Source: an optimization exercise on an open RTL-to-GDS flow (aim: small area). Production flows keep margins and buffers that such runs may drop. The RTL was checked by simulation tests, not by an equivalence proof against the original design.

==> design.v <==
`default_nettype none
package delay_pkg;
    localparam int coord_w = 16;           
    localparam int diff_w  = 16;           
    localparam int sum_w   = 33;
    localparam int root_w  = 17;
    localparam int elem_w  = 7;            
    localparam int delay_w    = 8;
    localparam int dist_shift = 2;         
    localparam int delay_max  = 255;       
    localparam int sqrt_stages = root_w;
    localparam int calc_latency = 1 + 2 + sqrt_stages + 1;
endpackage
`default_nettype wire
`default_nettype none
module delay_decode (
    input  logic                                 clk,
    input  logic                                 reset,
    input  logic                                 start,
    input  logic signed [delay_pkg::coord_w-1:0] x_elem,
    input  logic signed [delay_pkg::coord_w-1:0] z_elem,
    input  logic signed [delay_pkg::coord_w-1:0] x_focus,
    input  logic signed [delay_pkg::coord_w-1:0] z_focus,
    input  logic        [delay_pkg::elem_w-1:0]  elem,
    output logic                                 req_valid,
    output logic        [delay_pkg::diff_w-1:0]  req_dx,
    output logic        [delay_pkg::diff_w-1:0]  req_dz,
    output logic        [delay_pkg::elem_w-1:0]  req_elem
);
    localparam int coord_w     = delay_pkg::coord_w;
    localparam int diff_w      = delay_pkg::diff_w;
    logic signed [coord_w:0] x_diff;
    logic signed [coord_w:0] z_diff;
    logic        [coord_w:0] x_mag;
    logic        [coord_w:0] z_mag;
    always_comb begin
        x_diff = x_focus - x_elem;
        z_diff = z_focus - z_elem;
        x_mag  = x_diff[coord_w] ? -x_diff : x_diff;
        z_mag  = z_diff[coord_w] ? -z_diff : z_diff;
    end
    always_ff @(posedge clk) begin
        if (reset) begin
            req_valid <= 1'b0;
        end else begin
            req_valid <= start;
        end
    end
    always_ff @(posedge clk) begin
        if (start) begin
            req_dx   <= x_mag[diff_w-1:0];
            req_dz   <= z_mag[diff_w-1:0];
            req_elem <= elem;
        end
    end
endmodule
`default_nettype wire
`default_nettype none
module dist_square_sum (
    input  logic                          clk,
    input  logic                          reset,
    input  logic                          req_valid,
    input  logic [delay_pkg::diff_w-1:0]  req_dx,
    input  logic [delay_pkg::diff_w-1:0]  req_dz,
    input  logic [delay_pkg::elem_w-1:0]  req_elem,
    output logic                          sq_valid,
    output logic [delay_pkg::sum_w-1:0]   sum_sq,
    output logic [delay_pkg::elem_w-1:0]  sq_elem
);
    localparam int diff_w      = delay_pkg::diff_w;
    localparam int sum_w       = delay_pkg::sum_w;
    localparam int elem_w      = delay_pkg::elem_w;
    logic                  prod_valid;
    logic [2*diff_w-1:0]   dx_sq;
    logic [2*diff_w-1:0]   dz_sq;
    logic [elem_w-1:0]     prod_elem;
    always_ff @(posedge clk) begin
        if (reset) begin
            prod_valid <= 1'b0;
            sq_valid   <= 1'b0;
        end else begin
            prod_valid <= req_valid;
            sq_valid   <= prod_valid;
        end
    end
    always_ff @(posedge clk) begin
        dx_sq     <= req_dx * req_dx;
        dz_sq     <= req_dz * req_dz;
        prod_elem <= req_elem;
    end
    always_ff @(posedge clk) begin
        sum_sq  <= sum_w'(dx_sq) + sum_w'(dz_sq);
        sq_elem <= prod_elem;
    end
endmodule
`default_nettype wire
`default_nettype none
module isqrt_pipe (
    input  logic                          clk,
    input  logic                          reset,
    input  logic                          sq_valid,
    input  logic [delay_pkg::sum_w-1:0]   sum_sq,
    input  logic [delay_pkg::elem_w-1:0]  sq_elem,
    output logic                          root_valid,
    output logic [delay_pkg::root_w-1:0]  root,
    output logic [delay_pkg::elem_w-1:0]  root_elem
);
    localparam int sum_w       = delay_pkg::sum_w;
    localparam int root_w      = delay_pkg::root_w;
    localparam int elem_w      = delay_pkg::elem_w;
    localparam int sqrt_stages = delay_pkg::sqrt_stages;
    logic                  stage_valid [sqrt_stages+1];
    logic [2*root_w-1:0]   stage_rad   [sqrt_stages+1];
    logic [root_w+1:0]     stage_rem   [sqrt_stages+1];
    logic [root_w-1:0]     stage_root  [sqrt_stages+1];
    logic [elem_w-1:0]     stage_elem  [sqrt_stages+1];
    assign stage_valid[0] = sq_valid;
    assign stage_rad[0]   = {{(2*root_w-sum_w){1'b0}}, sum_sq};
    assign stage_rem[0]   = '0;
    assign stage_root[0]  = '0;
    assign stage_elem[0]  = sq_elem;
    for (genvar i = 0; i < sqrt_stages; i++) begin : g_stage
        logic [root_w+1:0] shifted;
        logic [root_w+1:0] trial;
        assign shifted = {stage_rem[i][root_w-1:0], stage_rad[i][2*root_w-1 -: 2]};
        assign trial   = {stage_root[i], 2'b01};
        always_ff @(posedge clk) begin
            if (reset) begin
                stage_valid[i+1] <= 1'b0;
            end else begin
                stage_valid[i+1] <= stage_valid[i];
            end
        end
        always_ff @(posedge clk) begin
            stage_rad[i+1]  <= {stage_rad[i][2*root_w-3:0], 2'b00};
            stage_elem[i+1] <= stage_elem[i];
            if (shifted >= trial) begin
                stage_rem[i+1]  <= shifted - trial;     
                stage_root[i+1] <= {stage_root[i][root_w-2:0], 1'b1};
            end else begin
                stage_rem[i+1]  <= shifted;             
                stage_root[i+1] <= {stage_root[i][root_w-2:0], 1'b0};
            end
        end
    end
    assign root_valid = stage_valid[sqrt_stages];
    assign root       = stage_root[sqrt_stages];
    assign root_elem  = stage_elem[sqrt_stages];
endmodule
`default_nettype wire
`default_nettype none
module delay_result (
    input  logic                          clk,
    input  logic                          reset,
    input  logic                          root_valid,
    input  logic [delay_pkg::root_w-1:0]  root,
    input  logic [delay_pkg::elem_w-1:0]  root_elem,
    output logic [delay_pkg::delay_w-1:0] delay_out,
    output logic [delay_pkg::elem_w-1:0]  elem_out,
    output logic                          done
);
    localparam int root_w      = delay_pkg::root_w;
    localparam int delay_w     = delay_pkg::delay_w;
    localparam int dist_shift  = delay_pkg::dist_shift;
    localparam int delay_max   = delay_pkg::delay_max;
    logic [root_w-1:0]  scaled;
    logic [delay_w-1:0] delay_sat;
    always_comb begin
        scaled = root >> dist_shift;
        if (scaled > delay_max) begin
            delay_sat = delay_w'(delay_max);     
        end else begin
            delay_sat = scaled[delay_w-1:0];
        end
    end
    always_ff @(posedge clk) begin
        if (reset) begin
            delay_out <= '0;
            elem_out  <= '0;
            done      <= 1'b0;
        end else begin
            done <= root_valid;
            if (root_valid) begin
                delay_out <= delay_sat;
                elem_out  <= root_elem;
            end
        end
    end
endmodule
`default_nettype wire
`default_nettype none
module delay_calc_top (
    input  logic                                 clk,
    input  logic                                 reset,
    input  logic                                 start,
    input  logic signed [delay_pkg::coord_w-1:0] x_elem,
    input  logic signed [delay_pkg::coord_w-1:0] z_elem,
    input  logic signed [delay_pkg::coord_w-1:0] x_focus,
    input  logic signed [delay_pkg::coord_w-1:0] z_focus,
    input  logic        [delay_pkg::elem_w-1:0]  elem,
    output logic        [delay_pkg::delay_w-1:0] delay_out,
    output logic        [delay_pkg::elem_w-1:0]  elem_out,
    output logic                                 done
);
    localparam int diff_w      = delay_pkg::diff_w;
    localparam int sum_w       = delay_pkg::sum_w;
    localparam int root_w      = delay_pkg::root_w;
    localparam int elem_w      = delay_pkg::elem_w;
    logic              req_valid;
    logic [diff_w-1:0] req_dx;
    logic [diff_w-1:0] req_dz;
    logic [elem_w-1:0] req_elem;
    logic              sq_valid;
    logic [sum_w-1:0]  sum_sq;
    logic [elem_w-1:0] sq_elem;
    logic              root_valid;
    logic [root_w-1:0] root;
    logic [elem_w-1:0] root_elem;
    delay_decode u_decode (
        .clk     (clk),
        .reset   (reset),
        .start   (start),
        .x_elem  (x_elem),
        .z_elem  (z_elem),
        .x_focus (x_focus),
        .z_focus (z_focus),
        .elem    (elem),
        .req_valid (req_valid),
        .req_dx    (req_dx),
        .req_dz    (req_dz),
        .req_elem  (req_elem)
    );
    dist_square_sum u_square_sum (
        .clk      (clk),
        .reset    (reset),
        .req_valid (req_valid),
        .req_dx    (req_dx),
        .req_dz    (req_dz),
        .req_elem  (req_elem),
        .sq_valid (sq_valid),
        .sum_sq   (sum_sq),
        .sq_elem  (sq_elem)
    );
    isqrt_pipe u_isqrt (
        .clk        (clk),
        .reset      (reset),
        .sq_valid   (sq_valid),
        .sum_sq     (sum_sq),
        .sq_elem    (sq_elem),
        .root_valid (root_valid),
        .root       (root),
        .root_elem  (root_elem)
    );
    delay_result u_result (
        .clk        (clk),
        .reset      (reset),
        .root_valid (root_valid),
        .root       (root),
        .root_elem  (root_elem),
        .delay_out  (delay_out),
        .elem_out   (elem_out),
        .done       (done)
    );
endmodule
`default_nettype wire
==> run.sh <==
#!/bin/bash
# synth_recipe.tcl (not shown) runs the flow's synth.tcl, then flattens the netlist and writes it again
# the make line also repeats each setting of config.mk as NAME=value (left out here)
make -C /OpenROAD-flow-scripts/flow DESIGN_CONFIG=/design/flow/config.mk WORK_HOME=/design/flow/orfs CLKGATE_MAP_FILE= SYNTH_SCRIPT=/design/flow/synth_recipe.tcl finish
==> config.mk <==
export PLATFORM = sky130hd
export DESIGN_NAME = delay_calc_top
export DESIGN_NICKNAME = delay_calc_top
export VERILOG_FILES = /design/flow/design.v
export SDC_FILE = /design/flow/constraint.sdc
export NUM_CORES = 4
export LEC_CHECK = 0
export CAP_MARGIN = 20
export CORE_MARGIN = 2
export CORE_UTILIZATION = 40
export SLEW_MARGIN = 20
==> constraint.sdc <==
create_clock -name core_clock -period 7.5 [get_ports {clk}]
set_input_delay 1.5000 -clock core_clock [delete_from_list [all_inputs] [get_ports {clk}]]
set_output_delay 1.5000 -clock core_clock [all_outputs]
set_load 0.01 [all_outputs]
==> qor.yml <==
status:
  status: "finished clean"
worst_setup_path:
  crit_required_ps: 8070
  arrival_ps: 7410
  timing.critical_path.mode_cell: "fa_1"
  critPathMaxFanout: 14
  reg2reg_from: "u_decode.req_dz[11]"
  critPathTopFamily: "adder cells"
  worstRegToRegCells: 23
  r2r_setup_slack_ps: 670
  start_kind: "flop"
  cp_num_buf_inv: 5
  crit_type: "reg2reg"
  r2r-end: "u_square_sum.dz_sq[31]"
  setup.worst_path.start: "u_decode.req_dz[11]"
  cp-end-kind: "flop"
  cpPeakStageDelay_ps: 650
  crit_slowest_cell: "edfxtp_1"
  crit_chain: "inv_1 -> nor2_1 -> inv_1 -> fa_1 -> fa_1 -> inv_1 -> fa_1 -> inv_1 -> fa_1 -> fa_1 -> fa_1 -> inv_1 -> ha_1 -> a21o_1 -> a21o_1 -> a21o_1 -> a2bb2oi_1 -> o21ai_0 -> a21oi_1 -> a31oi_1 -> a221o_1 -> a21oi_1 -> xnor2_1"
place:
  gpl.final_weighted_congestion: 0.8411
  dp.final_hpwl_mm: 62.37
  io_buffers: 89
  pre_cts_ws_ps: 728.3
route:
  wl_met2_mm: 40.23
  dr.max_layer_used: "met4"
  postRouteAntennaNets: 0
  wl_met3_mm: 2.328
  dr.pass1.iters: 5
  wl_per_cell_um: 13.41
  drc_errors: 0
  dr_total_vias: 27180
  wl_met1_mm: 33.70
  wirelength_mm: 78.50
  drt_iter0_markers: 1166
  vias_per_cell: 4.642
grt:
  grt_max_degree: 41
  grt_pass1_wl_mm: 134.3
  grt_pass1_vias: 28470
  grt.total_usage_pct: 14.55
  grt_overflow: 0
  antenna_found_initial: 0
layout:
  fill_cells: 10210
  nets: 5170
  layout-drive-gt1-share_pct: 4.954
  area_growth_pct: 12.75
  n_antenna_cell: 0
yosys:
  syn_area_per_cell_um2: 10.27
  synth.most_common_cell: "dfxtp_1"
  mappedNetlistArea_um2: 43610
  syn-num-nets: 5047
  synthTopCellsByArea: "dfxtp_1 38%, fa_1 15%, ha_1 11%, inv_1 6.2%, xnor2_1 3.4%"
  yosys_register_bits: 866
  ys_seq_area_share_pct: 40.65
  synth_ff_type: "dfxtp_1"
  yosys_warnings: 9
  yosysTopAreaCell: "dfxtp_1"
  synth_top_area_share_pct: 37.97
  synth-edff-count: 39
  synth_cell_type_count: 79
  synthCells: 4247
  synth.cells.most_frequent: "827 x dfxtp_1, 719 x inv_1, 396 x ha_1"
  synthArstFlopShare_pct: 0
hold_path:
  hp-start: "u_isqrt.stage_root[15][7]"
  min_path_type: "reg2reg"
  whs_path_depth: 0
  min_to: "u_isqrt.stage_root[16][8]"
timing:
  maxSlewViolCount: 0
  fin_crit_sh_pct: 91.13
  period_needed_ps: 6835
  setup_slack_ps: 665.3
  fmax_mhz: 146.3
  max_slew_margin_pct: 36.04
  fin_tns_setup_ps: 0
  setup_viol: 0
  max_slew.worst_pin.slew_ps: 955.9
  clock-skew-final_ps: 28.78
  rsz0062_at_grt: "no"
  hold_viol: 0
clock_network:
  cts_resized: 0
  clk_pin_slew_ps: 60
  post_cts_buffers: 0
  clock_sinks: 866
  cts_hold_repair.buffers: 0
  clock_latency_ps: 650
  cts_root_buf: "clkbuf_16"
  htree_num_levels: 3
  numCtsBuffers: 87
  clock_path_buffers: 3
  cts_tree: "done"
floorplan:
  die_y_um: 334.2
  pin_count: 90
  fp-row-count: 121
  die_width_um: 334.2
  start_util_pct: 40.17
  fp.dieArea_um2: 111700
  core_um2: 108600
job:
  max-cap-violations: 0
-- area by class of cell --
type | count | area (µm²) | area share [%]
sequential | 866 | 17730 | 36.06
inverter | 719 | 2699 | 5.490
clock buffer | 116 | 2440 | 4.963
multi-input combinational | 2590 | 22920 | 46.62
tap | 1414 | 1769 | 3.599
timing repair buffer | 106 | 1013 | 2.061
clock inverter | 44 | 595.6 | 1.211
-- sequential cells by signal, summed over array words and instances (netlist names) --
register                 count
u_isqrt.stage_rad          210
u_isqrt.stage_rem          209
u_isqrt.stage_root         150
u_isqrt.stage_elem         119
u_square_sum.dx_sq          30
u_square_sum.dz_sq          30
u_square_sum.sum_sq         29
u_isqrt.stage_valid         17
u_decode.req_dx             16
u_decode.req_dz             16
u_result.delay_out           8
u_decode.req_elem            7
u_result.elem_out            7
u_square_sum.prod_elem       7
u_square_sum.sq_elem         7
u_decode.req_valid           1
u_result.done                1
u_square_sum.prod_valid      1
u_square_sum.sq_valid        1
-- placed cells by master (no fill, tap or decap), drive strengths merged, types with 113 or more instances in the layout --
cell / n
dfxtp: 827
ha: 396
o21ai: 117
xor2: 113
inv: 725
nand2: 256
nor2: 228
a21oi: 175
clkbuf: 116
xnor2: 171
fa: 330
-- metrics by stage --
| stage | area [µm²] | hold slack, ps | utilization, % | cells |
|---|---|---|---|---|
| finish | 49160 | 307.1 | 45.29 | 5855 |
| global route | 49160 | 307.8 | 45.29 | 5855 |
| CTS | 49150 | 299.4 | 45.28 | 5855 |
| detailed placement | 46120 | 312.1 | 42.48 | 5695 |
| global placement | 46120 | 309.6 | 42.48 | 5695 |
| floorplan | 43610 | 309.6 | - | 4247 |
-- kinds of logic (layout without fill, tap and decap cells) --
| family | Yosys count | count (layout) | synth area share (%) |
|---|---|---|---|
| mux | 27 | 27 | 0.6686 |
| fa+ha+maj | 726 | 726 | 26.51 |
| buf+inv | 791 | 985 | 6.826 |
| compound gates | 584 | 584 | 8.654 |
| flops | 866 | 866 | 40.65 |
| other cells | 1 | 1 | 0.008600 |
| xor+xnor | 284 | 284 | 5.704 |
| simple gates | 968 | 968 | 10.97 |
-- worst max-delay path by stage --
stage               slack (ps)  depth (start not counted)                endpoint
finish                     670                         23  u_square_sum.dz_sq[31]
floorplan                 1250                         23  u_square_sum.dx_sq[26]
CTS                        710                         23  u_square_sum.dz_sq[31]
global placement           820                         22  u_square_sum.dz_sq[31]
detailed placement         730                         23  u_square_sum.dz_sq[31]
global route               240                         23  u_square_sum.dz_sq[31]
-- layer usage --
metal	GRT usage, %	vias up
li1	-	13860
met1	17.25	12860
met2	26.91	338
met3	1.913	126
met4	4.907	0
met5	0	-

static timing again, ports no longer ideal:
Ports are ideal in the flow. The routed layout listed here was re-timed in OpenROAD. Step 1 (the two cells are an assumption about what drives the block):
set clk [get_ports {clk}]
set_driving_cell -lib_cell sky130_fd_sc_hd__clkbuf_16 $clk
set_driving_cell -lib_cell sky130_fd_sc_hd__buf_2 [delete_from_list [all_inputs] $clk]
Step 2, shift: input delay + t, output delay - t, t = (earliest + latest rising clock arrival at the registers) / 2. This alone moves slack from input paths to output paths. Slacks: no drivers / after step 1 / after step 2; pairs: no drivers / after step 1.
t, ns: 0.701
slack for setup (ns): 0.665 / 0.665 / 0.665
worst setup path after step 2: register to register
clock arrival spread, ns: 0.036 / 0.036
worst register clock-pin slew, ns: 0.06 / 0.06
After both steps this run still meets setup and hold. For this run, drivers alone change the setup slack by 0.000 ns; drivers and shift together by 0.000 ns.
